Background: an optimization exercise with open tools, aiming at small area and a short achievable clock period. Do not read the settings as production practice.
RTL that was checked went through simulation tests only; none was proved equivalent to the original.
For runs 1 and 2, only the layout was checked, not whether the RTL still works.
Power is estimated from default activity; no workload was simulated.

===== flow/design.v =====
module wb_regfile #(
    parameter int XLEN = 32,
    parameter int NREG = 32
) (
    input  logic                    clk,
    input  logic                    rst,
    input  logic [3:0]              wb_in_wb,
    input  logic [XLEN-1:0]         wb_in_data_in,
    input  logic [XLEN-1:0]         wb_in_alu_result,
    input  logic [$clog2(NREG)-1:0] wb_in_rd_addr,
    input  logic [$clog2(NREG)-1:0] rs1_addr,
    input  logic [$clog2(NREG)-1:0] rs2_addr,
    output logic [XLEN-1:0]         rs1_data,
    output logic [XLEN-1:0]         rs2_data,
    output logic                    fwd_en,
    output logic [$clog2(NREG)-1:0] fwd_addr,
    output logic [XLEN-1:0]         fwd_data,
    output logic [$clog2(NREG)-1:0] last_wr_addr,
    output logic [XLEN-1:0]         last_wr_data,
    output logic [31:0]             retired
);
    localparam int AW = $clog2(NREG);
    logic reg_write;
    logic mem_to_reg;
    logic valid;
    logic we;
    logic [XLEN-1:0] wdata;
    logic [XLEN-1:0] wdata_r;      
    logic [NREG-1:1] wen;          
    logic [NREG-1:1] ld;           
    logic [NREG-1:1] nld;          
    logic [NREG-1:1] sel1, sel2;   
    logic            hit1, hit2;   
    logic [XLEN*NREG-1:XLEN] regs_q;
    logic [AW-1:0]   last_wr_addr_q;
    logic [XLEN-1:0] last_wr_data_q;
    logic [31:0]     retired_q;
    assign reg_write  = wb_in_wb[0];
    assign mem_to_reg = wb_in_wb[1];
    assign valid      = wb_in_wb[2];
    assign wdata   = mem_to_reg ? wb_in_data_in : wb_in_alu_result;
    assign wdata_r = wdata & {XLEN{rst}};
    assign we      = reg_write & (wb_in_rd_addr != '0) & rst;
    assign fwd_en   = we;
    assign fwd_addr = wb_in_rd_addr;
    assign fwd_data = wdata;
    logic       rd_nz;
    logic [1:0] rd_z;
    logic       nrw;           
    wb_regfile_nor  #(.W(3)) u_rdz0 (.a(wb_in_rd_addr[2:0]), .y(rd_z[0]));
    wb_regfile_nor  #(.W(2)) u_rdz1 (.a(wb_in_rd_addr[4:3]), .y(rd_z[1]));
    wb_regfile_nand #(.W(2)) u_rdnz (.a(rd_z), .y(rd_nz));
    assign nrw = ~(reg_write & rst);
    wb_regfile_hit u_hit1 (.a(rs1_addr), .rd(wb_in_rd_addr), .nrw(nrw), .rd_nz(rd_nz), .hit(hit1));
    wb_regfile_hit u_hit2 (.a(rs2_addr), .rd(wb_in_rd_addr), .nrw(nrw), .rd_nz(rd_nz), .hit(hit2));
    logic       nwe;           
    logic [3:0] nw_lo, n1_lo, n2_lo;
    logic [7:0] nw_hi, n1_hi, n2_hi;
    assign nwe = ~(reg_write & rst);
    wb_regfile_predec u_dec_w (.a(wb_in_rd_addr), .n_lo(nw_lo), .n_hi(nw_hi));
    wb_regfile_predec u_dec_1 (.a(rs1_addr),      .n_lo(n1_lo), .n_hi(n1_hi));
    wb_regfile_predec u_dec_2 (.a(rs2_addr),      .n_lo(n2_lo), .n_hi(n2_hi));
    for (genvar i = 1; i < NREG; i++) begin : g_reg
        wb_regfile_nor #(.W(3)) u_wen  (.a({nw_lo[i%4], nw_hi[i/4], nwe}),    .y(wen[i]));
        wb_regfile_nor #(.W(3)) u_sel1 (.a({n1_lo[i%4], n1_hi[i/4], wen[i]}), .y(sel1[i]));
        wb_regfile_nor #(.W(3)) u_sel2 (.a({n2_lo[i%4], n2_hi[i/4], wen[i]}), .y(sel2[i]));
        assign ld[i]  = wen[i] | ~rst;
        assign nld[i] = ~ld[i];
        logic [XLEN-1:0] d;
        for (genvar b = 0; b < XLEN; b++) begin : g_bit
            wb_regfile_ao22 u_hold (.a1(ld[i]), .a2(wdata_r[b]), .b1(nld[i]), .b2(regs_q[XLEN*i + b]), .y(d[b]));
        end
        always_ff @(posedge clk) begin
            regs_q[XLEN*i +: XLEN] <= d;
        end
    end
    for (genvar b = 0; b < XLEN; b++) begin : g_rd
        logic [NREG-1:0] col;
        assign col[0] = wdata[b];
        for (genvar i = 1; i < NREG; i++) begin : g_col
            assign col[i] = regs_q[XLEN*i + b];
        end
        wb_regfile_andor #(.N(NREG)) u_rd1 (.d(col), .s({sel1, hit1}), .y(rs1_data[b]));
        wb_regfile_andor #(.N(NREG)) u_rd2 (.d(col), .s({sel2, hit2}), .y(rs2_data[b]));
    end
    always_ff @(posedge clk) begin
        if (!rst) begin
            last_wr_addr_q <= '0;
            last_wr_data_q <= '0;
            retired_q      <= '0;
        end else begin
            if (we) begin
                last_wr_addr_q <= wb_in_rd_addr;
                last_wr_data_q <= wdata;
            end
            if (valid) begin
                retired_q <= retired_q + 32'd1;
            end
        end
    end
    assign last_wr_addr = last_wr_addr_q;
    assign last_wr_data = last_wr_data_q;
    assign retired      = retired_q;
endmodule
module wb_regfile_andor #(
    parameter int N = 32
) (
    input  logic [N-1:0] d,
    input  logic [N-1:0] s,
    output logic         y
);
    logic [3:0]  h;
    logic [1:0]  k;
    for (genvar j = 0; j < 4; j++) begin : g_or8
        wb_regfile_andor8 u_or8 (.d(d[8*j +: 8]), .s(s[8*j +: 8]), .y(h[j]));
    end
    for (genvar j = 0; j < 2; j++) begin : g_nor
        wb_regfile_nor #(.W(2)) u_nor (.a(h[2*j +: 2]), .y(k[j]));
    end
    wb_regfile_nand #(.W(2)) u_out (.a(k), .y(y));
endmodule
module wb_regfile_andor8 (
    input  logic [7:0] d,
    input  logic [7:0] s,
    output logic       y
);
    assign y = |(d & s);
endmodule
module wb_regfile_hit (
    input  logic [4:0] a,
    input  logic [4:0] rd,
    input  logic       nrw,
    input  logic       rd_nz,
    output logic       hit
);
    logic [4:0] x;
    logic [1:0] t;
    for (genvar b = 0; b < 5; b++) begin : g_x
        wb_regfile_xor u_x (.a(a[b]), .b(rd[b]), .y(x[b]));
    end
    wb_regfile_nor #(.W(3)) u_t0 (.a(x[2:0]), .y(t[0]));
    wb_regfile_nor #(.W(3)) u_t1 (.a({x[4:3], nrw}), .y(t[1]));
    wb_regfile_and #(.W(3)) u_hit (.a({t, rd_nz}), .y(hit));
endmodule
module wb_regfile_ao22 (
    input  logic a1,
    input  logic a2,
    input  logic b1,
    input  logic b2,
    output logic y
);
    assign y = (a1 & a2) | (b1 & b2);
endmodule
module wb_regfile_xor (
    input  logic a,
    input  logic b,
    output logic y
);
    assign y = a ^ b;
endmodule
module wb_regfile_and #(
    parameter int W = 2
) (
    input  logic [W-1:0] a,
    output logic         y
);
    assign y = &a;
endmodule
module wb_regfile_predec (
    input  logic [4:0] a,
    output logic [3:0] n_lo,
    output logic [7:0] n_hi
);
    logic [4:0] na;
    for (genvar b = 0; b < 5; b++) begin : g_inv
        wb_regfile_nand #(.W(1)) u_inv (.a(a[b]), .y(na[b]));
    end
    for (genvar j = 0; j < 4; j++) begin : g_lo
        wb_regfile_nand #(.W(2)) u_lo (
            .a({j[1] ? a[1] : na[1], j[0] ? a[0] : na[0]}), .y(n_lo[j]));
    end
    for (genvar k = 0; k < 8; k++) begin : g_hi
        wb_regfile_nand #(.W(3)) u_hi (
            .a({k[2] ? a[4] : na[4], k[1] ? a[3] : na[3], k[0] ? a[2] : na[2]}), .y(n_hi[k]));
    end
endmodule
module wb_regfile_aoi #(
    parameter int W = 2
) (
    input  logic [W-1:0] d,
    input  logic [W-1:0] s,
    output logic         y
);
    assign y = ~|(d & s);
endmodule
module wb_regfile_nand #(
    parameter int W = 2
) (
    input  logic [W-1:0] a,
    output logic         y
);
    assign y = ~&a;
endmodule
module wb_regfile_nor #(
    parameter int W = 2
) (
    input  logic [W-1:0] a,
    output logic         y
);
    assign y = ~|a;
endmodule

===== flow/flow/run.sh =====
#!/bin/bash
# The standard layout (the standard.sh: ORFS synthesis through finish), with
# plain buf_1 cells as the port buffers and a clock tree of larger sink clusters
# without dummy loads. Each tool's output goes to standard.log.
set -euo pipefail
bash standard.sh \
  "BUFFER_PORTS_ARGS=-buffer_cell sky130_fd_sc_hd__buf_1" \
  "CTS_ARGS=-sink_clustering_enable -repair_clock_nets -buf_list sky130_fd_sc_hd__clkbuf_8 -sink_clustering_size 16 -sink_clustering_max_diameter 50 -dont_use_dummy_load" \
  finish > standard.log 2>&1

===== flow/standard.sh =====
#!/bin/bash
# synth_recipe.tcl (not shown) runs the flow's synth.tcl, then flattens the netlist and writes it again
# the make line also repeats each setting of config.mk as NAME=value (left out here)
make -C /OpenROAD-flow-scripts/flow DESIGN_CONFIG=/design/flow/config.mk WORK_HOME=/design/flow/orfs CLKGATE_MAP_FILE= SYNTH_SCRIPT=/design/flow/synth_recipe.tcl "${@:-finish}"

===== flow/config.mk =====
export PLATFORM = sky130hd
export DESIGN_NAME = wb_regfile
export DESIGN_NICKNAME = wb_regfile
export VERILOG_FILES = /design/flow/design.v
export SDC_FILE = /design/flow/constraint.sdc
export NUM_CORES = 4
export LEC_CHECK = 0
export CAP_MARGIN = 20
export CORE_MARGIN = 2
export CORE_UTILIZATION = 45
export CTS_BUF_LIST = sky130_fd_sc_hd__clkbuf_8
export PLACE_DENSITY = 0.62
export SETUP_SLACK_MARGIN = 4.5
export SLEW_MARGIN = 20
export SYNTH_HIERARCHICAL = 1

===== flow/constraint.sdc =====
create_clock -name core_clock -period 10.0 [get_ports {clk}]
set_input_delay 2.0000 -clock core_clock [delete_from_list [all_inputs] [get_ports {clk}]]
set_output_delay 2.0000 -clock core_clock [all_outputs]
set_load 0.01 [all_outputs]

==> results.tsv, run 1 <==
metric	value	unit
Setup crit start kind	input port	
DIE HEIGHT	316	um
Final Cycle Share	63.1	%
Hold Path Origin	last_wr_addr_q[4]	
Comb power frac	16.6	%
Critical Path End Type	primary output	
detailed placement HPWL	121000	um
Power, Total	8.91	mW
fill count	8047	
Buf+Inv Stages, Crit Path	5	
max_cap viols	0	
EDFF count, synth	0	
WHS Path Cells	2	
Leak Pwr	20.6	nW
Worst-Margin Slew	1140	ps
drt first pass iters	9	
core box area	0.0966	mm2
num rows	114	
synth warn	7	
fin util	57.6	%
layout cells sized above 1	22.9	%
number of global-route vias before repair	42600	
Max Clock Freq	158	MHz
switching power total	2.76	mW
first-pass GRT wire length	307000	um
min Tclk post-route	6310	ps
Final ANT Viol Nets	0	
Worst Reg-to-Reg Cells	4	
via count	46400	
Cell Pwr Density	160	mW/mm2
port buffer count	254	
Max clock buf depth	3	
WP depth	12	
switching portion of total power	31.0	%
Max-Slew Margin vs Limit	23.9	%
Cell variety after synth	34	
Clk pwr share	27.9	%
# IOs	256	
crit-path most repeated cell	buf_12	
WP data arrival	4310	ps
Place WS	2610	ps
Routed wire per std cell	37.5	um
Final Skew	35.2	ps
largest net degree at the start of global routing	73	
drt via density	7.64	
CTS root buffer	clkbuf_8	
Hold Fails Final Rpt	0	
Crit-path slowest cell	nand4_1	
FFs w/ async S/R, synth	0	%
CP Class	input port to primary output	
reg-to-reg endpoint	retired_q[31]	
initial antenna violation count	12	
die area	0.0998	mm2
Syn Inst Count	4137	
FF+latch count, synth	1061	
launch point of the worst path	rst	
TritonCTS Buffers	112	
Mapped Area	0.0438	mm2
gp weighted congestion	0.938	
die span in x	316	um
reg2reg setup slack	7620	ps
# DRC	0	
RSZ-0062 raised after global routing	yes	
status	finished clean	
critical path peak fanout	8	
Fin Setup TNS	0	ps
# hold bufs at CTS	0	
CTS tree	yes	
CTS sink count	1061	
Seq/Total Area, Yosys	48.5	%
hold_ws	467	ps
Setup-failing EPs final	0	
Crit path largest cell delay	420	ps
CP delay by family, top	simple AND/OR/NAND/NOR gates	
Starting DRT DRC Count	7821	
Worst-path clk slew	50	ps
hold endpoint	last_wr_addr_q[4]	
GRT Util Overall	42.3	%
fin worst setup slack	3690	ps
syn avg cell area	10.6	um2
Worst R2R Start	retired_q[3]	
P&R area growth vs syn	27.0	%
Int Pwr	6.15	mW
depth of the CTS H-tree	3	
Flop pwr share	55.4	%
clock latency on the worst-skew pair	820	ps
VDD IR max	0.101	mV
top_reg_cell synth	dfxtp_1	
Initial Util	45.3	%
Hold Path Class	register to register	
grt ovf	0	
Syn Nets	4223	
Slew Viols, Final	0	
Final nets	4887	
Routed WL	228000	um
Req. time, crit path	8000	ps
cells along the critical path	clkbuf_16 -> buf_12 -> nand2_8 -> nor3_4 -> nor3_4 -> buf_12 -> buf_12 -> a22oi_2 -> nand4_1 -> nor2_4 -> nand2_2 -> buf_6	
[power groups by stage]
| stage | sequential (mW) | combinational (mW) | clock (mW) |
|---|---|---|---|
| 4_1_cts | 4.91 | 1.33 | 2.48 |
| 3_5_place_dp | 4.99 | 1.19 | 0 |
| 6_report | 4.94 | 1.48 | 2.49 |
| 3_3_place_gp | 4.99 | 1.18 | 0 |
| 5_1_grt | 4.98 | 1.51 | 2.63 |
| 2_1_floorplan | 4.93 | 0.692 | 0 |
[per-stage QoR]
step,area [um2],std cells
after detailed placement,47800,5762
after CTS,53200,5987
final,55600,6081
after global placement,47800,5762
after global routing,55600,6076
after floorplan,44300,4137
[worst reg2reg max path, cell delays in order (launching register included)]
cell     delay, ps
dfxtp_1        430
nand3_1        370
or4_4          780
or4_1          560
a21oi_1        150
[per-module statistics from Yosys (local to each module, per instance), excerpt]
module / cells inside / cell area (um2)
wb_regfile: 1510 / 23800
wb_regfile_ao22: 1 / 8.76
wb_regfile_xor: 1 / 8.76
wb_regfile_andor8: 5 / 36.3
[cells in the final DEF (no fill, tap or decap), types with 46 or more instances in the layout]
cell,count
dfxtp_1,1061
a22o_1,992
a22oi_1,866
nand4_1,265
buf_4,189
buf_1,182
a22oi_2,159
clkbuf_8,113
nor3_4,94
buf_6,90
buf_12,76
nor2_2,73
inv_1,61
nor2_4,55
nand3_1,49
nor2_1,46
[cell usage after synthesis, types with 2 or more instances]
| library cell | instances | area (um2) |
|---|---|---|
| dfxtp_1 | 1061 | 21200 |
| a22oi_1 | 1025 | 7690 |
| a22o_1 | 992 | 8690 |
| nand4_1 | 265 | 1660 |
| nor2_1 | 174 | 653 |
| nor3_2 | 98 | 981 |
| nand2_1 | 91 | 342 |
| inv_1 | 85 | 319 |
| nand3_1 | 72 | 360 |
| o21ai_0 | 42 | 210 |
| buf_4 | 37 | 278 |
| mux2i_1 | 34 | 340 |
| nand2b_1 | 32 | 200 |
| clkbuf_1 | 23 | 86.3 |
| a21oi_1 | 19 | 95.1 |
| or4_1 | 14 | 105 |
| xor2_1 | 13 | 114 |
| o31ai_1 | 11 | 82.6 |
| or3_1 | 9 | 56.3 |
| buf_1 | 8 | 30.0 |
| xnor2_1 | 8 | 70.1 |
| and3_1 | 6 | 37.5 |
| nor4_1 | 4 | 25.0 |
| nor3_1 | 3 | 15.0 |
| and4_1 | 2 | 17.5 |
[cells by family after synthesis]
| group | Yosys count | synth area share, % |
|---|---|---|
| multiplexers | 34 | 0.777 |
| flip-flops | 1061 | 48.5 |
| AO/OA/AOI/OAI | 2090 | 38.3 |
| buffers and inverters | 156 | 1.67 |
| AND/OR/NAND/NOR | 774 | 10.2 |
| adder cells (fa/ha/maj) | 1 | 0.0286 |
| XOR/XNOR | 21 | 0.420 |
[worst max path at each step]
stage                              end  slack (ps)
after floorplan           rs1_data[10]        4300
after global placement    rs1_data[28]        2620
after detailed placement  rs1_data[16]        2610
after CTS                 rs1_data[26]        3930
after global routing      rs1_data[28]        3720
final                     rs1_data[28]        3690
[sequential cells by signal, summed over array words and instances, names as in the netlist]
name and count:
last_wr_addr_q 5, last_wr_data_q 32, regs_q 992, retired_q 32
[final cells by class]
type	instances	area, um2	share of cell area, %
multi-input cells	2924	24700	44.4
well taps	1276	1600	2.87
inverters	86	414	0.745
diodes	6	15.0	0.0270
clock buffers	112	1540	2.77
repair buffers	616	6090	11.0
flip-flops and latches	1061	21200	38.2
[per-layer routing]
metal	vias to the layer above	routed length [um]	global-route usage, %
met1	22600	81600	53.4
li1	18700	-	-
met4	16	17400	26.2
met5	-	106	0
met3	1041	33100	15.1
met2	4143	95600	61.4
[timing repair]
item,4_1_cts,5_1_grt
gates resized for setup,637,291
setup buffers,97,61
pin swaps,210,216
setup endpoints to repair,90,65
cloned,16,27
==> run 2, diff against run 1 <==
--- a/flow/config.mk
+++ b/flow/config.mk
@@ -7,9 +7,9 @@
 export LEC_CHECK = 0
 export CAP_MARGIN = 20
 export CORE_MARGIN = 2
-export CORE_UTILIZATION = 45
+export CORE_UTILIZATION = 52
 export CTS_BUF_LIST = sky130_fd_sc_hd__clkbuf_8
-export PLACE_DENSITY = 0.62
+export PLACE_DENSITY = 0.7
 export SETUP_SLACK_MARGIN = 4.5
 export SLEW_MARGIN = 20
 export SYNTH_HIERARCHICAL = 1
==> run 2 against run 1 <==
Compared with the run above: still clean on timing, DRC and antenna; register-to-register slack worse by 50 ps; worst hold slack worse by 6.3 ps; combinational power down 3%; critical path depth up 2; critical endpoint is now rs1_data[24].
==> results.tsv, run 2 <==
metric	value	unit	change
Final ANT Viol Nets	0		unchanged
Hold Path Class	register to register		unchanged
reg-to-reg endpoint	retired_q[31]		unchanged
FFs w/ async S/R, synth	0	%	unchanged
die area	0.0865	mm2	was 0.0998 mm2
Fin Setup TNS	0	ps	unchanged
# IOs	256		unchanged
critical path peak fanout	10		was 8
leading cell types by count after synthesis	dfxtp_1 (1061), a22oi_1 (1025), a22o_1 (992), nand4_1 (265), nor2_1 (174)		unchanged
reg2reg setup slack	7570	ps	was 7620 ps
gp weighted congestion	0.937		was 0.938
hold_ws	460	ps	was 467 ps
VDD IR max	0.117	mV	was 0.101 mV
launch point of the worst path	wb_in_rd_addr[1]		was rst
TritonCTS Buffers	107		was 112
CTS root buffer	clkbuf_8		unchanged
clock latency on the worst-skew pair	810	ps	was 820 ps
detailed placement HPWL	114000	um	was 121000 um
initial antenna violation count	17		was 12
FF+latch count, synth	1061		unchanged
top cell type's share of synthesized area	48.5	%	unchanged
RSZ-0062 raised after global routing	yes		unchanged
Final nets	4913		was 4887
placed inst area	0.0476	mm2	was 0.0478 mm2
Setup crit start kind	input port		unchanged
Largest register FFs	992		unchanged
drt via density	8.00		was 7.64
Cell Pwr Density	161	mW/mm2	was 160 mW/mm2
WP data arrival	4720	ps	was 4310 ps
drt first pass iters	11		was 9
EDFF count, synth	0		unchanged
Final Cycle Share	67.2	%	was 63.1%
port buffer count	254		unchanged
grt ovf	0		unchanged
synth warn	7		unchanged
Hold Fails Final Rpt	0		unchanged
Worst Reg-to-Reg Cells	4		unchanged
P&R area growth vs syn	25.2	%	was 27.0%
# hold bufs at CTS	0		unchanged
fin cells	5912		was 6081
Syn Nets	4223		unchanged
Mapped Area	0.0438	mm2	unchanged
Max-Slew Margin vs Limit	33.4	%	was 23.9%
Initial Util	52.4	%	was 45.3%
Starting DRT DRC Count	9095		was 7821
Cell variety after synth	34		unchanged
fin worst setup slack	3280	ps	was 3690 ps
Worst-path clk slew	80	ps	was 50 ps
largest net degree at the start of global routing	55		was 73
min Tclk post-route	6720	ps	was 6310 ps
top cells by area, synth	dfxtp_1 (49%), a22o_1 (20%), a22oi_1 (18%), nand4_1 (3.8%), nor3_2 (2.2%)		unchanged
depth of the CTS H-tree	3		unchanged
Worst R2R Start	retired_q[3]		unchanged
Req. time, crit path	8000	ps	about the same
commonest non-fill, non-tap cell in the layout	dfxtp_1		unchanged
Seq/Total Area, Yosys	48.5	%	unchanged
Setup-failing EPs final	0		unchanged
CTS sink count	1061		unchanged
Worst-Margin Slew	998	ps	was 1140 ps
CTS tree	yes		unchanged
Leak Pwr	20.6	nW	about the same
Routed WL	218000	um	was 228000 um
leading area contributor after synthesis	dfxtp_1		unchanged
Slew Viols, Final	0		unchanged
first-pass GRT wire length	294000	um	was 307000 um
Routed wire per std cell	36.9	um	was 37.5 um
num rows	106		was 114
core box area	0.0836	mm2	was 0.0966 mm2
die span in x	294	um	was 316 um
via count	47300		was 46400
Largest regs	regs_q x992, last_wr_data_q x32, retired_q x32		unchanged
Max Clock Freq	149	MHz	was 158 MHz
placed cells	5562		was 5762
CP Class	input port to primary output		unchanged
GRT Util Overall	46.3	%	was 42.3%
top_reg_cell synth	dfxtp_1		unchanged
Syn Inst Count	4137		unchanged
Critical Path End Type	primary output		unchanged
layout cells sized above 1	22.8	%	was 22.9%
# DRC	0		unchanged
Most flops, register	regs_q		unchanged
Max clock buf depth	3		unchanged
count leader, synth	dfxtp_1		unchanged
max_cap viols	0		unchanged
Worst setup endpoint	rs1_data[24]		was rs1_data[28]
number of global-route vias before repair	42900		was 42600
Final Skew	71.9	ps	was 35.2 ps
syn avg cell area	10.6	um2	unchanged
DIE HEIGHT	294	um	was 316 um
status	finished clean		unchanged
commonest non-fill, non-tap cells in the layout	dfxtp_1 (1061), a22o_1 (992), a22oi_1 (862), nand4_1 (265), buf_4 (227)		was dfxtp_1 (1061), a22o_1 (992), a22oi_1 (866), nand4_1 (265), buf_4 (189)
Finished Cell Area	0.0548	mm2	was 0.0556 mm2
Place WS	2270	ps	was 2610 ps
==> run 2: stage by stage <==
step                      util (%)  power (mW)
after detailed placement      56.9        6.16
after floorplan                  -        5.63
after global routing          65.6        8.99
after CTS                     62.9        8.59
final                         65.6        8.80
after global placement        56.9        6.12
==> run 2: routing by layer <==
metal,up-vias,GRT usage [%],wire (um)
met5,-,1.08,395
met4,20,29.3,20700
li1,18700,-,-
met1,22500,58.2,73900
met2,4729,64.4,85700
met3,1404,20.0,37500
==> run 2: kinds of logic after synthesis <==
kind of cell	count (synthesis)	share of synthesized area, %
flip-flops	1061	48.5
AO/OA/AOI/OAI	2090	38.3
buffers and inverters	156	1.67
adder cells (fa/ha/maj)	1	0.0286
multiplexers	34	0.777
XOR/XNOR	21	0.420
AND/OR/NAND/NOR	774	10.2
==> run 2: cell type report <==
type | instances | area (um2)
clock buffer | 107 | 1470
sequential | 1061 | 21200
tap | 1080 | 1350
antenna | 7 | 17.5
multi-input combinational | 2924 | 24500
inverter | 86 | 350
timing repair buffer | 647 | 5900
fill | 6428 | 28700
==> run 2: worst max-delay path, stage by stage <==
cell and delay (ps):
buf_6 80, buf_12 150, buf_4 160, nand2_8 100, buf_4 160, nor3_4 190
buf_6 150, nor3_4 60, buf_4 210, a22oi_1 180, nand4_1 620, nor2_2 350
nand2_2 130, buf_6 150
==> run 2: Yosys stat by module (local to each module, per instance), excerpt <==
module / cells / flip-flops and latches / copies in the design
wb_regfile_ao22: 1 / 0 / 992
wb_regfile: 1510 / 1061 / 1
wb_regfile_andor8: 5 / 0 / 256
wb_regfile_xor: 1 / 0 / 10
==> run 2: report_power, final <==
group | total (mW) | internal (mW) | switching (mW)
clock network | 2.41 | 0.946 | 1.47
logic | 1.44 | 0.527 | 0.915
registers | 4.95 | 4.62 | 0.332
==> run 2: worst min path at each step <==
stage,depth (start not counted),to,startpoint,slack (ps)
floorplan,1,regs_q[106],regs_q[106],460
global placement,2,last_wr_addr_q[4],last_wr_addr_q[4],440
detailed placement,2,last_wr_addr_q[3],last_wr_addr_q[3],450
CTS,2,last_wr_addr_q[3],last_wr_addr_q[3],460
global route,2,last_wr_addr_q[3],last_wr_addr_q[3],500
finish,2,last_wr_addr_q[4],last_wr_addr_q[4],460
==> run 2: timing repair <==
action                     4_1_cts  5_1_grt
gates cloned                    17       15
setup endpoints to repair       84       64
setup buffers                  130       74
hold endpoints to repair         0        0
pin swaps                      231      241
resized for setup              515      298
==> run 3, diff against run 2 <==
--- a/flow/design.v
+++ b/flow/design.v
@@ -28,7 +28,6 @@
     logic [XLEN-1:0] wdata_r;      
     logic [NREG-1:1] wen;          
     logic [NREG-1:1] ld;           
-    logic [NREG-1:1] nld;          
     logic [NREG-1:1] sel1, sel2;   
     logic            hit1, hit2;   
     logic [XLEN*NREG-1:XLEN] regs_q;
@@ -64,14 +63,9 @@
         wb_regfile_nor #(.W(3)) u_wen  (.a({nw_lo[i%4], nw_hi[i/4], nwe}),    .y(wen[i]));
         wb_regfile_nor #(.W(3)) u_sel1 (.a({n1_lo[i%4], n1_hi[i/4], wen[i]}), .y(sel1[i]));
         wb_regfile_nor #(.W(3)) u_sel2 (.a({n2_lo[i%4], n2_hi[i/4], wen[i]}), .y(sel2[i]));
-        assign ld[i]  = wen[i] | ~rst;
-        assign nld[i] = ~ld[i];
-        logic [XLEN-1:0] d;
-        for (genvar b = 0; b < XLEN; b++) begin : g_bit
-            wb_regfile_ao22 u_hold (.a1(ld[i]), .a2(wdata_r[b]), .b1(nld[i]), .b2(regs_q[XLEN*i + b]), .y(d[b]));
-        end
+        assign ld[i] = wen[i] | ~rst;
         always_ff @(posedge clk) begin
-            regs_q[XLEN*i +: XLEN] <= d;
+            if (ld[i]) regs_q[XLEN*i +: XLEN] <= wdata_r;
         end
     end
     for (genvar b = 0; b < XLEN; b++) begin : g_rd
@@ -142,15 +136,6 @@
     wb_regfile_nor #(.W(3)) u_t1 (.a({x[4:3], nrw}), .y(t[1]));
     wb_regfile_and #(.W(3)) u_hit (.a({t, rd_nz}), .y(hit));
 endmodule
-module wb_regfile_ao22 (
-    input  logic a1,
-    input  logic a2,
-    input  logic b1,
-    input  logic b2,
-    output logic y
-);
-    assign y = (a1 & a2) | (b1 & b2);
-endmodule
 module wb_regfile_xor (
     input  logic a,
     input  logic b,
==> flow/flow/run.sh (replaced) <==
#!/bin/bash
# The standard layout (the standard.sh: ORFS synthesis through finish), with
# plain buf_2 cells as the port buffers and a clock tree of larger sink clusters
# without dummy loads. Each tool's output goes to standard.log.
set -euo pipefail
bash standard.sh \
  "BUFFER_PORTS_ARGS=-buffer_cell sky130_fd_sc_hd__buf_2" \
  "CTS_ARGS=-sink_clustering_enable -repair_clock_nets -buf_list sky130_fd_sc_hd__clkbuf_8 -sink_clustering_size 12 -sink_clustering_max_diameter 50 -dont_use_dummy_load" \
  finish > standard.log 2>&1
--- a/flow/config.mk
+++ b/flow/config.mk
@@ -7,9 +7,9 @@
 export LEC_CHECK = 0
 export CAP_MARGIN = 20
 export CORE_MARGIN = 2
-export CORE_UTILIZATION = 52
+export CORE_UTILIZATION = 45
 export CTS_BUF_LIST = sky130_fd_sc_hd__clkbuf_8
-export PLACE_DENSITY = 0.7
+export PLACE_DENSITY = 0.62
 export SETUP_SLACK_MARGIN = 4.5
 export SLEW_MARGIN = 20
 export SYNTH_HIERARCHICAL = 1
==> run 3 against run 2 <==
Compared with the run above: still clean; sequential share of layout area up 17 points; via count fell by 24%; utilization down 9.0 points; non-clock buffer count fell by 116; cell area grew 1.8%; die area increased by 18%; critical path depth decreased by 2; fmax increased by 7.0%; total power is 2.3% higher; sequential power up 11%; critical path type unchanged.
==> results.tsv, run 3 <==
metric	value	unit	change
status	finished clean		unchanged
Final Cycle Share	62.9	%	was 67.2%
Place WS	2870	ps	was 2270 ps
Syn Nets	3194		was 4223
Final Skew	57.8	ps	was 71.9 ps
Most flops, register	regs_q		unchanged
largest net degree at the start of global routing	73		was 55
area of the multi-input gates	0.0157	mm2	was 0.0245 mm2
Storage cell area	0.0312	mm2	was 0.0212 mm2
CTS root buffer	clkbuf_8		unchanged
Finished Cell Area	0.0558	mm2	was 0.0548 mm2
max_cap viols	0		unchanged
detailed placement HPWL	93200	um	was 114000 um
Leak Pwr	18.3	nW	was 20.6 nW
Fin Setup TNS	0	ps	unchanged
DIE HEIGHT	320	um	was 294 um
placed inst area	0.0491	mm2	was 0.0476 mm2
cells along the critical path	buf_16 -> buf_4 -> nand3_4 -> buf_4 -> nor3_4 -> nor3_4 -> buf_12 -> a22oi_1 -> nand4_1 -> nor2_4 -> nand2_2 -> buf_2		was buf_6 -> buf_12 -> buf_4 -> nand2_8 -> buf_4 -> nor3_4 -> buf_6 -> nor3_4 -> buf_4 -> a22oi_1 -> nand4_1 -> nor2_2 -> nand2_2 -> buf_6
synth warn	7		unchanged
die area	0.102	mm2	was 0.0865 mm2
leading cell types by count after synthesis	a22oi_1 (1025), edfxtp_1 (992), nand4_1 (262), nor2_1 (174), nor3_2 (98)		was dfxtp_1 (1061), a22oi_1 (1025), a22o_1 (992), nand4_1 (265), nor2_1 (174)
Starting DRT DRC Count	5385		was 9095
Mapped Area	0.0449	mm2	was 0.0438 mm2
min Tclk post-route	6290	ps	was 6720 ps
top_reg_cell synth	edfxtp_1		was dfxtp_1
Syn Inst Count	3108		was 4137
WHS Path Cells	2		unchanged
Routed WL	182000	um	was 218000 um
TritonCTS Buffers	110		was 107
leading area contributor after synthesis	edfxtp_1		was dfxtp_1
Max clock buf depth	3		unchanged
clock latency on the worst-skew pair	770	ps	was 810 ps
Max-Slew Margin vs Limit	24.0	%	was 33.4%
Worst-Margin Slew	1140	ps	was 998 ps
Crit path largest cell delay	330	ps	was 620 ps
fill count	7633		was 6428
drt first pass iters	8		was 11
P&R area growth vs syn	24.3	%	was 25.2%
syn avg cell area	14.4	um2	was 10.6 um2
commonest non-fill, non-tap cells in the layout	edfxtp_1 (992), a22oi_1 (863), nand4_1 (262), buf_2 (214), a22oi_2 (162)		was dfxtp_1 (1061), a22o_1 (992), a22oi_1 (862), nand4_1 (265), buf_4 (227)
first-pass GRT wire length	247000	um	was 294000 um
number of global-route vias before repair	34200		was 42900
die span in x	320	um	was 294 um
# DRC	0		unchanged
Critical Path End Type	primary output		unchanged
Hold Fails Final Rpt	0		unchanged
Worst Reg-to-Reg Cells	5		was 4
RSZ-0062 raised after global routing	yes		unchanged
# IOs	256		unchanged
CTS tree	yes		unchanged
Routed wire per std cell	36.7	um	was 36.9 um
Cell variety after synth	32		was 34
Cell Pwr Density	161	mW/mm2	about the same
CTS sink count	1061		unchanged
FFs w/ async S/R, synth	0	%	unchanged
Largest regs	regs_q x992, last_wr_data_q x32, retired_q x32		unchanged
reg2reg setup slack	7620	ps	was 7570 ps
Seq/Total Area, Yosys	69.5	%	was 48.5%
critical path peak fanout	8		was 10
Setup crit start kind	input port		unchanged
top cell type's share of synthesized area	66.4	%	was 48.5%
Final ANT Viol Nets	0		unchanged
Crit-path slowest cell	nor2_4		was nand4_1
GRT Util Overall	34.0	%	was 46.3%
Final nets	3771		was 4913
top cells by area, synth	edfxtp_1 (66%), a22oi_1 (17%), nand4_1 (3.7%), dfxtp_1 (3.1%), nor3_2 (2.2%)		was dfxtp_1 (49%), a22o_1 (20%), a22oi_1 (18%), nand4_1 (3.8%), nor3_2 (2.2%)
WP data arrival	4290	ps	was 4720 ps
commonest non-fill, non-tap cell in the layout	edfxtp_1		was dfxtp_1
gp weighted congestion	0.841		was 0.937
Hold Path Class	register to register		unchanged
Worst-path clk slew	70	ps	was 80 ps
layout cells sized above 1	31.1	%	was 22.8%
VDD IR max	0.118	mV	was 0.117 mV
Initial Util	45.5	%	was 52.4%
Slew Viols, Final	0		unchanged
Setup-failing EPs final	0		unchanged
FF+latch count, synth	1061		unchanged
port buffer count	254		unchanged
Largest register FFs	992		unchanged
drt via density	7.22		was 8.00
grt ovf	0		unchanged
Req. time, crit path	8000	ps	about the same
core box area	0.0986	mm2	was 0.0836 mm2
fin worst setup slack	3710	ps	was 3280 ps
via count	35900		was 47300
depth of the CTS H-tree	3		unchanged
initial antenna violation count	4		was 17
Max Clock Freq	159	MHz	was 149 MHz
num rows	115		was 106
CP Class	input port to primary output		unchanged
EDFF count, synth	992		was 0
count leader, synth	a22oi_1		was dfxtp_1
-- run 3: cell count changes in the layout (fill, tap and decap cells not counted), moves of 33 or more --
| cell | change |
|---|---|
| a22o_1 | -992 |
| buf_1 | -179 |
| buf_2 | +198 |
| buf_4 | -104 |
| buf_6 | -37 |
| dfxtp_1 | -992 |
| edfxtp_1 | +992 |
| inv_1 | -33 |
-- run 3: metrics by stage --
| step | hold slack [ps] | util (%) | instances | total power [mW] |
|---|---|---|---|---|
| after floorplan | 478 | - | 3108 | 5.95 |
| after global placement | 438 | 49.8 | 4717 | 6.43 |
| after detailed placement | 450 | 49.8 | 4718 | 6.46 |
| after CTS | 458 | 55.3 | 4930 | 8.91 |
| after global routing | 472 | 56.6 | 4971 | 9.23 |
| final | 456 | 56.6 | 4972 | 9.01 |
-- run 3: area by class of cell --
type,count,area share [%]
antenna,2,0.00897
clock buffer,110,2.71
inverter,55,0.422
multi-input combinational,1926,28.2
sequential,1061,55.9
tap,1287,2.89
timing repair buffer,531,9.87
-- run 3: kinds of logic (layout without fill, tap and decap cells) --
logic type               Yosys count  in the layout  share of synthesized area [%]
AO/OA/AOI/OAI                   1098           1098                           18.0
flip-flops                      1061           1061                           69.5
AND/OR/NAND/NOR                  768            772                           9.92
buffers and inverters            125            696                           1.37
multiplexers                      34             34                          0.759
XOR/XNOR                          21             21                          0.410
adder cells (fa/ha/maj)            1              1                         0.0279
other                              0              2                              0
-- run 3: modules after synthesis (local to each module, per instance), a selection --
module	area, um2	flip-flops and latches	copies in the design
wb_regfile	33500	1061	1
wb_regfile_andor8	36.3	0	256
wb_regfile_xor	8.76	0	10
-- run 3: final timing paths --
| check | start | endpoint |
|---|---|---|
| max | wb_in_rd_addr[3] | rs2_data[8] |
| min | last_wr_data_q[1] | last_wr_data_q[1] |
| max reg2reg | retired_q[0] | retired_q[22] |
| min reg2reg | last_wr_data_q[1] | last_wr_data_q[1] |
-- run 3: power by group --
group / leakage (nW) / switching [mW] / internal, mW
Combinational: 7.33 / 0.783 / 0.324
Clock: 0.791 / 1.42 / 0.970
Sequential: 10.1 / 0.205 / 5.30
Total: 18.3 / 2.41 / 6.59
-- run 3: critical path, delay by kind of cell --
family	cells	cell delay [ps]
AO/OA/AOI/OAI	1	230
buffers and inverters	5	790
AND/OR/NAND/NOR	6	1260
-- run 3: timing repair --
| action | CTS | global route |
|---|---|---|
| cloned | 27 | 14 |
| resized for setup | 576 | 164 |
| hold buffers | 0 | 0 |
| buffers inserted | 75 | 26 |
| endpoints found under the setup margin | 90 | 65 |
| pin swaps | 204 | 170 |
-- run 3: per-layer routing --
layer	vias up	track usage, %	part of all wire [%]
met5	-	0	0.0077
met1	17800	42.7	35
met2	3051	50.7	43
met4	2	22.8	7.3
li1	14400	-	-
met3	596	10.6	14
==> run 4, diff against run 3 <==
--- a/flow/config.mk
+++ b/flow/config.mk
@@ -10,6 +10,6 @@
 export CORE_UTILIZATION = 45
 export CTS_BUF_LIST = sky130_fd_sc_hd__clkbuf_8
 export PLACE_DENSITY = 0.62
-export SETUP_SLACK_MARGIN = 4.5
+export SETUP_SLACK_MARGIN = 4.0
 export SLEW_MARGIN = 20
 export SYNTH_HIERARCHICAL = 1
==> run 4 against run 3 <==
Compared with the run above: clock-buffer cell count increased by 1; clock power about the same; setup slack got worse by 13 ps; non-clock buffer count increased by 5; cell count increased by 0.18%; synthesized cell count unchanged; die area unchanged; sequential share of layout area about the same; sequential cell count unchanged; wire length increased by 1.2%; critical endpoint is now rs1_data[12]; largest power group unchanged; highest routed layer unchanged.
==> results.tsv, run 4 <==
metric	value	unit	change
Initial Util	45.5	%	unchanged
VDD IR max	0.109	mV	was 0.118 mV
commonest non-fill, non-tap cell in the layout	edfxtp_1		unchanged
Hold Path Class	register to register		unchanged
largest family of logic cells by synthesized area	compound AO/OA/AOI/OAI gates		unchanged
Final Skew	19.3	ps	was 57.8 ps
Post-Synth XOR/XNOR Area	0.410	%	unchanged
FF+latch count, synth	1061		unchanged
Buf+Inv Stages, Crit Path	6		was 5
via count	36100		was 35900
switching power total	2.43	mW	was 2.41 mW
M1 GR Usage	43.8	%	was 42.7%
Crit-path slowest cell	nand4_1		was nor2_4
RSZ-0062 raised after global routing	yes		unchanged
Final ANT Viol Nets	0		unchanged
critical path peak fanout	32		was 8
drt via density	7.25		was 7.22
Req. time, crit path	8000	ps	about the same
largest net degree at the start of global routing	72		was 73
GRT Util Overall	34.0	%	about the same
gp weighted congestion	0.871		was 0.841
Setup-failing EPs final	0		unchanged
first-pass GRT wire length	246000	um	was 247000 um
reg-to-reg endpoint	retired_q[22]		unchanged
Largest register FFs	992		unchanged
Max clock buf depth	3		unchanged
Power, Total	9.04	mW	was 9.01 mW
min Tclk post-route	6300	ps	was 6290 ps
EDFF count, synth	992		unchanged
Clk pwr share	26.8	%	was 26.6%
leading area contributor after synthesis	edfxtp_1		unchanged
Synth Area in Compound Gates	18.0	%	unchanged
Finished Cell Area	0.0558	mm2	about the same
Worst R2R Start	retired_q[0]		unchanged
Critical Path End Type	primary output		unchanged
CTS root buffer	clkbuf_8		unchanged
Routed WL	185000	um	was 182000 um
commonest non-fill, non-tap cells in the layout	edfxtp_1 (992), a22oi_1 (852), nand4_1 (262), buf_2 (216), a22oi_2 (173)		was edfxtp_1 (992), a22oi_1 (863), nand4_1 (262), buf_2 (214), a22oi_2 (162)
Post-Synth Adder-Cell Area	0.0279	%	unchanged
hold endpoint	last_wr_addr_q[0]		was last_wr_data_q[1]
switching portion of total power	26.9	%	was 26.8%
max_cap viols	0		unchanged
Leak Pwr	18.3	nW	about the same
status	finished clean		unchanged
count leader, synth	a22oi_1		unchanged
drt first pass iters	7		was 8
TritonCTS Buffers	111		was 110
Setup crit start kind	input port		unchanged
synth warn	7		unchanged
# DRC	0		unchanged
CTS sink count	1061		unchanged
Syn Inst Count	3108		unchanged
Mapped Area	0.0449	mm2	unchanged
die area	0.102	mm2	unchanged
grt ovf	0		unchanged
Int Pwr	6.60	mW	was 6.59 mW
Max-Slew Margin vs Limit	43.1	%	was 24.0%
top cell type's share of synthesized area	66.4	%	unchanged
Worst-Margin Slew	851	ps	was 1140 ps
DIE HEIGHT	320	um	unchanged
top_reg_cell synth	edfxtp_1		unchanged
Cell Pwr Density	162	mW/mm2	was 161 mW/mm2
die span in x	320	um	unchanged
busiest grt layer	met2		unchanged
P&R area growth vs syn	24.4	%	was 24.3%
simple-gate share of the synthesized area	9.92	%	unchanged
layout cells sized above 1	31.4	%	was 31.1%
syn avg cell area	14.4	um2	unchanged
Fin Setup TNS	0	ps	unchanged
CP Class	input port to primary output		unchanged
Cell variety after synth	32		unchanged
Max Clock Freq	159	MHz	about the same
port buffer count	254		unchanged
Starting DRT DRC Count	5641		was 5385
Worst-path clk slew	70	ps	about the same
Largest regs	regs_q x992, last_wr_data_q x32, retired_q x32		unchanged
met2 Usage GRT	51.1	%	was 50.7%
Most flops, register	regs_q		unchanged
WP data arrival	4300	ps	was 4290 ps
CP delay by family, top	simple AND/OR/NAND/NOR gates		unchanged
CTS tree	yes		unchanged
WHS Path Cells	2		unchanged
Flop pwr share	61.0	%	was 61.1%
core box area	0.0986	mm2	unchanged
leading cell types by count after synthesis	a22oi_1 (1025), edfxtp_1 (992), nand4_1 (262), nor2_1 (174), nor3_2 (98)		unchanged
Slew Viols, Final	0		unchanged
number of global-route vias before repair	33900		was 34200
hold_ws	456	ps	about the same
Final nets	3774		was 3771
top cells by area, synth	edfxtp_1 (66%), a22oi_1 (17%), nand4_1 (3.7%), dfxtp_1 (3.1%), nor3_2 (2.2%)		unchanged
cells along the critical path	buf_12 -> clkinvlp_4 -> buf_6 -> nand3_4 -> buf_4 -> nor3_4 -> nor3_4 -> buf_12 -> a22oi_1 -> nand4_1 -> nor2_4 -> nand2_1 -> buf_2		was buf_16 -> buf_4 -> nand3_4 -> buf_4 -> nor3_4 -> nor3_4 -> buf_12 -> a22oi_1 -> nand4_1 -> nor2_4 -> nand2_2 -> buf_2
Routed wire per std cell	37.1	um	was 36.7 um
num rows	115		unchanged
placed cells	4715		was 4718
fin cells	4981		was 4972
clock latency on the worst-skew pair	760	ps	was 770 ps
reg2reg setup slack	7760	ps	was 7620 ps
Hold Path Origin	last_wr_addr_q[0]		was last_wr_data_q[1]
initial antenna violation count	9		was 4
detailed placement HPWL	93000	um	was 93200 um
met3 GRT Util	9.71	%	was 10.6%
FFs w/ async S/R, synth	0	%	unchanged
Worst Reg-to-Reg Cells	5		unchanged
Comb power frac	12.3	%	about the same
Syn Nets	3194		unchanged
Final Cycle Share	63.0	%	was 62.9%
depth of the CTS H-tree	3		unchanged
# IOs	256		unchanged
placed inst area	0.0489	mm2	was 0.0491 mm2
Hold Fails Final Rpt	0		unchanged
mux cell area share after synthesis	0.759	%	unchanged
Crit path largest cell delay	320	ps	was 330 ps
Seq/Total Area, Yosys	69.5	%	unchanged
## run 4: cell type report
cell class | instances | area [um2]
antenna | 8 | 20.0
clock buffer | 111 | 1530
fill | 7765 | 42700
inverter | 55 | 239
multi-input combinational | 1923 | 15700
sequential | 1061 | 31200
tap | 1287 | 1610
timing repair buffer | 536 | 5500
## run 4: Yosys stat by module, one instance, submodules excluded, excerpt
module,copies in the design,flip-flops and latches,area [um2],cells inside
wb_regfile,1,1061,33500,1473
wb_regfile_andor8,256,0,36.3,5
wb_regfile_xor,10,0,8.76,1
## run 4: logic make-up after synthesis
kind of cell | count (synthesis)
AOI/OAI and AO/OA | 1098
DFF | 1061
adders and majority gates | 1
and+or+nand+nor | 768
buffers and inverters | 125
xor gates and xnor gates | 21
muxes | 34
## run 4: power groups by stage
stage	Sequential [mW]	Clock (mW)	Combinational, mW
after floorplan	5.54	0	0.401
after global placement	5.55	0	0.870
after detailed placement	5.58	0	0.878
after CTS	5.48	2.41	1.01
after global routing	5.55	2.58	1.13
final	5.51	2.42	1.11
## run 4: what timing repair did
action                     in CTS  in global routing
buffers inserted               54                 47
gates cloned                   25                 21
pin swaps                     151                181
hold buffers                    0                  0
gates resized for setup       495                236
setup endpoints to repair      65                 64
## run 4: stage by stage
stage,utilization [%],setup WS (ps)
after detailed placement,49.7,2210
after global routing,56.6,3710
after CTS,54.6,3890
final,56.6,3700
after global placement,49.6,2230
after floorplan,-,4120
## run 4: tightest hold or removal path: stages (launching register included)
cell and delay [ps]:
dfxtp_1 310, nand3_1 50, o21ai_1 50
## run 4: how the worst max path moves through the flow
stage                      from           end  slack, ps  depth (start not counted)
4_1_cts        wb_in_rd_addr[3]  rs1_data[16]       3890                         13
3_5_place_dp                rst  rs1_data[24]       2210                         10
6_report       wb_in_rd_addr[3]  rs1_data[12]       3700                         13
2_1_floorplan               rst   rs1_data[0]       4120                          8
3_3_place_gp                rst   rs2_data[9]       2230                         10
5_1_grt        wb_in_rd_addr[3]   rs2_data[3]       3710                         15
## run 4: routing by layer
metal	wire length (um)	share of wire (%)	up-vias
li1	-	-	14400
met1	64600	35	17900
met2	80500	44	3228
met3	27000	15	630
met4	12500	6.8	8
met5	52	0.028	-
==> run 5, diff against run 4 <==
--- a/flow/config.mk
+++ b/flow/config.mk
@@ -10,6 +10,6 @@
 export CORE_UTILIZATION = 45
 export CTS_BUF_LIST = sky130_fd_sc_hd__clkbuf_8
 export PLACE_DENSITY = 0.62
-export SETUP_SLACK_MARGIN = 4.0
+export SETUP_SLACK_MARGIN = 3.4
 export SLEW_MARGIN = 20
 export SYNTH_HIERARCHICAL = 1
==> run 5 against run 4 <==
Compared with the run above: sequential power barely moved; still clean; cell area shrank 8.6%; setup slack worse by 290 ps; combinational power is 19% lower; fmax down 4.4%; first-iteration DRC count increased by 12%; critical path type unchanged; total power shrank 2.9%; register-to-register slack got worse by 20 ps; synthesized area stayed put; utilization is 4.9 points lower; sequential cell count is the same; critical path depth is 2 lower.
==> results.tsv, run 5 <==
metric	value	unit	change
status	finished clean		unchanged
Final nets	3635		was 3774
Starting DRT DRC Count	6297		was 5641
DIE HEIGHT	320	um	unchanged
Leak Pwr	16.7	nW	was 18.3 nW
Final Cycle Share	65.9	%	was 63.0%
top_reg_cell synth	edfxtp_1		unchanged
TritonCTS Buffers	109		was 111
Final ANT Viol Nets	0		unchanged
depth of the CTS H-tree	3		unchanged
syn avg cell area	14.4	um2	unchanged
top cell type's share of synthesized area	66.4	%	unchanged
Largest regs	regs_q x992, last_wr_data_q x32, retired_q x32		unchanged
# DRC	0		unchanged
Hold Path Class	register to register		unchanged
FF+latch count, synth	1061		unchanged
layout cells sized above 1	20.0	%	was 31.4%
Cell variety after synth	32		unchanged
reg2reg setup slack	7740	ps	was 7760 ps
first-pass GRT wire length	237000	um	was 246000 um
M1 GR Usage	44.3	%	was 43.8%
VDD IR max	0.119	mV	was 0.109 mV
FFs w/ async S/R, synth	0	%	unchanged
Max clock buf depth	3		unchanged
critical path peak fanout	32		unchanged
CTS sink count	1061		unchanged
Slew Viols, Final	0		unchanged
RSZ-0062 raised after global routing	yes		unchanged
Worst-Margin Slew	1170	ps	was 851 ps
min Tclk post-route	6590	ps	was 6300 ps
Crit-path slowest cell	nor3_4		was nand4_1
Syn Inst Count	3108		unchanged
port buffer count	254		unchanged
met2 Usage GRT	47.1	%	was 51.1%
Most flops, register	regs_q		unchanged
initial antenna violation count	14		was 9
Critical Path End Type	primary output		unchanged
Largest register FFs	992		unchanged
drt first pass iters	7		unchanged
die area	0.102	mm2	unchanged
launch point of the worst path	wb_in_rd_addr[4]		was wb_in_rd_addr[3]
commonest non-fill, non-tap cell in the layout	a22oi_1		was edfxtp_1
Max Clock Freq	152	MHz	was 159 MHz
core box area	0.0986	mm2	unchanged
fin worst setup slack	3410	ps	was 3700 ps
Seq/Total Area, Yosys	69.5	%	unchanged
Worst-path clk slew	70	ps	about the same
Worst R2R Start	retired_q[0]		unchanged
cells along the critical path	buf_2 -> inv_2 -> nand3_2 -> nor3_4 -> nor3_4 -> buf_4 -> a22oi_1 -> nand4_1 -> nor2_1 -> nand2_1 -> buf_2		was buf_12 -> clkinvlp_4 -> buf_6 -> nand3_4 -> buf_4 -> nor3_4 -> nor3_4 -> buf_12 -> a22oi_1 -> nand4_1 -> nor2_4 -> nand2_1 -> buf_2
detailed placement HPWL	97000	um	was 93000 um
EDFF count, synth	992		unchanged
Req. time, crit path	8000	ps	about the same
Fin Setup TNS	0	ps	unchanged
Initial Util	45.5	%	unchanged
Max-Slew Margin vs Limit	22.1	%	was 43.1%
# hold bufs at CTS	0		unchanged
met3 GRT Util	11.4	%	was 9.71%
Routed WL	173000	um	was 185000 um
gp weighted congestion	0.899		was 0.871
via count	34900		was 36100
Routed wire per std cell	35.6	um	was 37.1 um
Cell Pwr Density	172	mW/mm2	was 162 mW/mm2
GRT Util Overall	32.8	%	was 34.0%
synth warn	7		unchanged
clock latency on the worst-skew pair	770	ps	was 760 ps
leading area contributor after synthesis	edfxtp_1		unchanged
drt via density	7.21		was 7.25
number of global-route vias before repair	32700		was 33900
CTS root buffer	clkbuf_8		unchanged
commonest non-fill, non-tap cells in the layout	a22oi_1 (1025), edfxtp_1 (992), nand4_1 (262), buf_2 (252), nor2_1 (124)		was edfxtp_1 (992), a22oi_1 (852), nand4_1 (262), buf_2 (216), a22oi_2 (173)
# IOs	256		unchanged
max_cap viols	0		unchanged
largest net degree at the start of global routing	73		was 72
Hold Path Origin	last_wr_addr_q[3]		was last_wr_addr_q[0]
leading cell types by count after synthesis	a22oi_1 (1025), edfxtp_1 (992), nand4_1 (262), nor2_1 (174), nor3_2 (98)		unchanged
num rows	115		unchanged
count leader, synth	a22oi_1		unchanged
top cells by area, synth	edfxtp_1 (66%), a22oi_1 (17%), nand4_1 (3.7%), dfxtp_1 (3.1%), nor3_2 (2.2%)		unchanged
WP data arrival	4590	ps	was 4300 ps
Final Skew	24.1	ps	was 19.3 ps
CTS tree	yes		unchanged
Setup crit start kind	input port		unchanged
CP Class	input port to primary output		unchanged
Setup-failing EPs final	0		unchanged
Syn Nets	3194		unchanged
grt ovf	0		unchanged
P&R area growth vs syn	13.7	%	was 24.4%
Mapped Area	0.0449	mm2	unchanged
die span in x	320	um	unchanged
busiest grt layer	met2		unchanged
Crit path largest cell delay	370	ps	was 320 ps
Place WS	2330	ps	was 2210 ps
Hold Fails Final Rpt	0		unchanged
## run 5: cell counts after synthesis
Identical to the previous run, type by type.
## run 5: worst paths after layout
path	to	cells after the start
hold / removal	last_wr_addr_q[3]	2
setup / recovery	rs1_data[27]	11
setup reg to reg	retired_q[20]	5
hold reg to reg	last_wr_addr_q[3]	2
## run 5: critical path, delay by kind of cell
| kind | cells | cell delay, ps |
|---|---|---|
| AO/OA/AOI/OAI | 1 | 280 |
| AND/OR/NAND/NOR | 6 | 1350 |
| buffers and inverters | 4 | 930 |
## run 5: what timing repair did
| action | in CTS | in global routing |
|---|---|---|
| gates cloned | 1 | 0 |
| buffers inserted | 19 | 6 |
| endpoints found under the setup margin | 64 | 54 |
| resized for setup | 31 | 72 |
| pin swaps | 13 | 19 |
## run 5: per-layer routing
metal	up-vias	part of all wire, %
li1	14100	-
met1	17200	36
met2	3034	43
met3	559	16
met4	10	5.2
met5	-	0.034
## run 5: Yosys stat by module (local to each module, per instance), a selection
module             flops+latches  times used  area, um2
wb_regfile                  1061           1      33500
wb_regfile_andor8              0         256       36.3
wb_regfile_xor                 0          10       8.76
## run 5: report_power, final
| group | total (mW) | internal [mW] | leakage [nW] | switching, mW |
|---|---|---|---|---|
| sequential | 5.48 | 5.30 | 10.1 | 0.186 |
| combinational | 0.898 | 0.213 | 5.78 | 0.685 |
| clock | 2.40 | 0.961 | 0.784 | 1.43 |
## run 5: layout make-up
type / count / area, um2
Antenna cell: 7 / 17.5
Clock buffer: 109 / 1500
Fill cell: 8299 / 47500
Inverter: 55 / 206
Multi-Input combinational cell: 1923 / 14100
Sequential cell: 1061 / 31200
Tap cell: 1287 / 1610
Timing Repair Buffer: 399 / 2470
## run 5: kinds of logic after synthesis
kind of cell	synth area share (%)
simple gates	9.92
fa+ha+maj	0.0279
buf+inv	1.37
compound gates	18.0
xor+xnor	0.410
flops	69.5
mux	0.759
## run 5: through the flow
| stage | utilization, % | cell area, um2 | power (mW) | hold slack [ps] | std cells |
|---|---|---|---|---|---|
| 2_1_floorplan | - | 44900 | 5.93 | 478 | 3108 |
| 3_3_place_gp | 49.5 | 48800 | 6.40 | 444 | 4699 |
| 3_5_place_dp | 49.5 | 48800 | 6.43 | 449 | 4699 |
| 4_1_cts | 51.4 | 50600 | 8.75 | 460 | 4828 |
| 5_1_grt | 51.8 | 51000 | 9.01 | 482 | 4837 |
| 6_report | 51.8 | 51000 | 8.78 | 456 | 4841 |
==> run 6, diff against run 5 <==
--- a/flow/config.mk
+++ b/flow/config.mk
@@ -10,6 +10,6 @@
 export CORE_UTILIZATION = 45
 export CTS_BUF_LIST = sky130_fd_sc_hd__clkbuf_8
 export PLACE_DENSITY = 0.62
-export SETUP_SLACK_MARGIN = 3.4
+export SETUP_SLACK_MARGIN = 3.7
 export SLEW_MARGIN = 20
 export SYNTH_HIERARCHICAL = 1
==> run 6 against run 5 <==
Compared with the run above: still clean; clock skew fell by 17 ps; non-clock buffer count rose by 36; global-route usage fell by 0.44 points; critical path depth did not move; cell area rose by 2.2%.
==> results.tsv, run 6 <==
metric	value	unit	change
Crit-path slowest cell	nor3_4		unchanged
Power, Total	8.84	mW	was 8.78 mW
Mapped Area	0.0449	mm2	unchanged
# DRC	0		unchanged
CTS sink count	1061		unchanged
die span in x	320	um	unchanged
first-pass GRT wire length	236000	um	was 237000 um
layout cells sized above 1	22.6	%	was 20.0%
Crit path largest cell delay	330	ps	was 370 ps
Leak Pwr	17.1	nW	was 16.7 nW
syn avg cell area	14.4	um2	unchanged
detailed placement HPWL	94200	um	was 97000 um
Initial Util	45.5	%	unchanged
Final ANT Viol Nets	0		unchanged
commonest non-fill, non-tap cells in the layout	a22oi_1 (1024), edfxtp_1 (992), nand4_1 (262), buf_2 (246), buf_4 (114)		was a22oi_1 (1025), edfxtp_1 (992), nand4_1 (262), buf_2 (252), nor2_1 (124)
Setup crit start kind	input port		unchanged
EDFF count, synth	992		unchanged
Hold Fails Final Rpt	0		unchanged
gp weighted congestion	0.883		was 0.899
Max Clock Freq	158	MHz	was 152 MHz
Req. time, crit path	8000	ps	about the same
Fin Setup TNS	0	ps	unchanged
max_cap viols	0		unchanged
mux cell area share after synthesis	0.759	%	unchanged
Final Skew	6.60	ps	was 24.1 ps
Worst Reg-to-Reg Cells	5		unchanged
WHS Path Cells	2		unchanged
Max-Slew Margin vs Limit	30.4	%	was 22.1%
top cells by area, synth	edfxtp_1 (66%), a22oi_1 (17%), nand4_1 (3.7%), dfxtp_1 (3.1%), nor3_2 (2.2%)		unchanged
largest net degree at the start of global routing	73		unchanged
reg-to-reg endpoint	retired_q[20]		unchanged
CTS tree	yes		unchanged
DIE HEIGHT	320	um	unchanged
Post-Synth XOR/XNOR Area	0.410	%	unchanged
core box area	0.0986	mm2	unchanged
Cell Pwr Density	170	mW/mm2	was 172 mW/mm2
FF+latch count, synth	1061		unchanged
Max clock buf depth	3		unchanged
Worst R2R Start	retired_q[0]		unchanged
leading area contributor after synthesis	edfxtp_1		unchanged
depth of the CTS H-tree	3		unchanged
Worst-Margin Slew	1040	ps	was 1170 ps
Hold Path Class	register to register		unchanged
Routed WL	171000	um	was 173000 um
Syn Inst Count	3108		unchanged
Largest register FFs	992		unchanged
Most flops, register	regs_q		unchanged
RSZ-0062 raised after global routing	yes		unchanged
commonest non-fill, non-tap cell in the layout	a22oi_1		unchanged
num rows	115		unchanged
Syn Nets	3194		unchanged
Post-Synth Adder-Cell Area	0.0279	%	unchanged
Seq/Total Area, Yosys	69.5	%	unchanged
count leader, synth	a22oi_1		unchanged
min Tclk post-route	6330	ps	was 6590 ps
# IOs	256		unchanged
TritonCTS Buffers	112		was 109
fin util	52.9	%	was 51.8%
fill count	8165		was 8299
launch point of the worst path	wb_in_wb[0]		was wb_in_rd_addr[4]
WP data arrival	4330	ps	was 4590 ps
Routed wire per std cell	35.0	um	was 35.6 um
drt first pass iters	7		unchanged
via count	34700		was 34900
cells along the critical path	clkbuf_4 -> nand2_8 -> buf_4 -> nor3_4 -> nor3_4 -> buf_4 -> a22oi_1 -> nand4_1 -> nor2_2 -> nand2_1 -> buf_2		was buf_2 -> inv_2 -> nand3_2 -> nor3_4 -> nor3_4 -> buf_4 -> a22oi_1 -> nand4_1 -> nor2_1 -> nand2_1 -> buf_2
GRT Util Overall	32.3	%	was 32.8%
hold_ws	457	ps	was 456 ps
synth warn	7		unchanged
Synth Area in Compound Gates	18.0	%	unchanged
Cell variety after synth	32		unchanged
CP Class	input port to primary output		unchanged
Final nets	3673		was 3635
Final Cycle Share	63.3	%	was 65.9%
P&R area growth vs syn	16.2	%	was 13.7%
Worst setup endpoint	rs2_data[17]		was rs1_data[27]
leading cell types by count after synthesis	a22oi_1 (1025), edfxtp_1 (992), nand4_1 (262), nor2_1 (174), nor3_2 (98)		unchanged
FFs w/ async S/R, synth	0	%	unchanged
VDD IR max	0.117	mV	was 0.119 mV
status	finished clean		unchanged
drt via density	7.11		was 7.21
Setup-failing EPs final	0		unchanged
Starting DRT DRC Count	5083		was 6297
Worst-path clk slew	70	ps	about the same
# hold bufs at CTS	0		unchanged
number of global-route vias before repair	33100		was 32700
simple-gate share of the synthesized area	9.92	%	unchanged
top_reg_cell synth	edfxtp_1		unchanged
clock latency on the worst-skew pair	760	ps	was 770 ps
reg2reg setup slack	7730	ps	was 7740 ps
die area	0.102	mm2	unchanged
Largest regs	regs_q x992, last_wr_data_q x32, retired_q x32		unchanged
critical path peak fanout	19		was 32
largest family of logic cells by synthesized area	compound AO/OA/AOI/OAI gates		unchanged
port buffer count	254		unchanged
Critical Path End Type	primary output		unchanged
grt ovf	0		unchanged
Slew Viols, Final	0		unchanged
top cell type's share of synthesized area	66.4	%	unchanged
initial antenna violation count	3		was 14
CTS root buffer	clkbuf_8		unchanged
-- run 6: cell families after synthesis --
logic type / Yosys count
AO/OA/AOI/OAI: 1098
flip-flops: 1061
AND/OR/NAND/NOR: 768
buffers and inverters: 125
multiplexers: 34
XOR/XNOR: 21
adder cells (fa/ha/maj): 1
-- run 6: what timing repair did --
item | in CTS | in global routing
gates cloned | 1 | 4
setup buffers | 30 | 10
endpoints found under the setup margin | 64 | 59
pin swaps | 47 | 43
gates resized for setup | 215 | 83
-- run 6: layout make-up --
type                    count  area [um2]  area share, %
multi-input cells        1922       14400           27.7
diodes                      1        2.50        0.00480
clock buffers             112        1540           2.96
flip-flops and latches   1061       31200           59.8
inverters                  55         229          0.439
repair buffers            435        3170           6.07
well taps                1287        1610           3.09
-- run 6: metrics by stage --
stage	setup slack (ps)	instance area [um2]	std cells
finish	3670	52200	4873
floorplan	3660	45200	3108
global route	3660	52200	4873
global placement	2650	48900	4712
CTS	3680	51700	4858
detailed placement	2650	49000	4715
-- run 6: power breakdown --
part           leakage [nW]  switching, mW  internal, mW  total [mW]
logic                  6.17          0.724         0.238       0.962
registers              10.1          0.186          5.30        5.48
clock network         0.805           1.41         0.987        2.40
total                  17.1           2.32          6.52        8.84
-- run 6: worst min-delay path by stage --
stage / startpoint / to / slack (ps)
6_report: last_wr_addr_q[4] / last_wr_addr_q[4] / 460
5_1_grt: last_wr_data_q[28] / last_wr_data_q[28] / 470
4_1_cts: last_wr_data_q[28] / last_wr_data_q[28] / 460
3_5_place_dp: last_wr_data_q[28] / last_wr_data_q[28] / 450
3_3_place_gp: last_wr_addr_q[4] / last_wr_addr_q[4] / 440
2_1_floorplan: last_wr_addr_q[3] / last_wr_addr_q[3] / 480
-- run 6: per-layer routing --
metal,wire [um],global-route usage (%),part of all wire [%]
met1,61600,42.6,36
met3,23900,8.78,14
met4,10600,19.7,6.2
met5,23,0,0.013
met2,74500,47.9,44
-- run 6: critical path, delay by kind of cell --
family / cells / cell delay (ps)
and+or+nand+nor: 6 / 1270
buffers and inverters: 4 / 830
AOI/OAI and AO/OA: 1 / 210
-- run 6: Yosys stat by module, one instance, submodules excluded, a selection --
module             times used  cell area (um2)
wb_regfile                  1            33500
wb_regfile_andor8         256             36.3
wb_regfile_xor             10             8.76

[port drivers added, routing unchanged]
The flow's constraints put no driver on any port. The routed layouts listed below were extracted and timed again, unchanged, in two steps. Step 1, drivers: a clkbuf_16 drives clk and a buf_2 each remaining input, both assumed. Step 2 adds t to the input delays and takes it off the output delays; t is the mean of the earliest and latest rising clock arrival at the registers after step 1. Input paths then give back, and output paths get back, about the clock's delay inside the block. Three values: ideal, step 1, step 2; two values: the first two.
run | t, ns | setup WS [ns] | worst setup path at the end | latest minus earliest clock arrival (ns)
run 1 | 0.865 | 3.687 / 3.534 / 3.534 | input to output | 0.092 / 0.091
run 2 | 0.851 | 3.277 / 3.187 / 3.187 | input to output | 0.108 / 0.107
run 3 | 0.811 | 3.715 / 3.625 / 3.625 | input to output | 0.089 / 0.089
run 4 | 0.814 | 3.702 / 3.500 / 3.500 | input to output | 0.079 / 0.078
run 5 | 0.835 | 3.412 / 3.393 / 3.393 | input to output | 0.121 / 0.121
run 6 | 0.807 | 3.674 / 3.560 / 3.560 | input to output | 0.091 / 0.090
After both steps setup and hold are still met in every run listed. For run 4, which loses most, drivers alone change the setup slack by -0.202 ns; drivers and shift together by -0.202 ns.
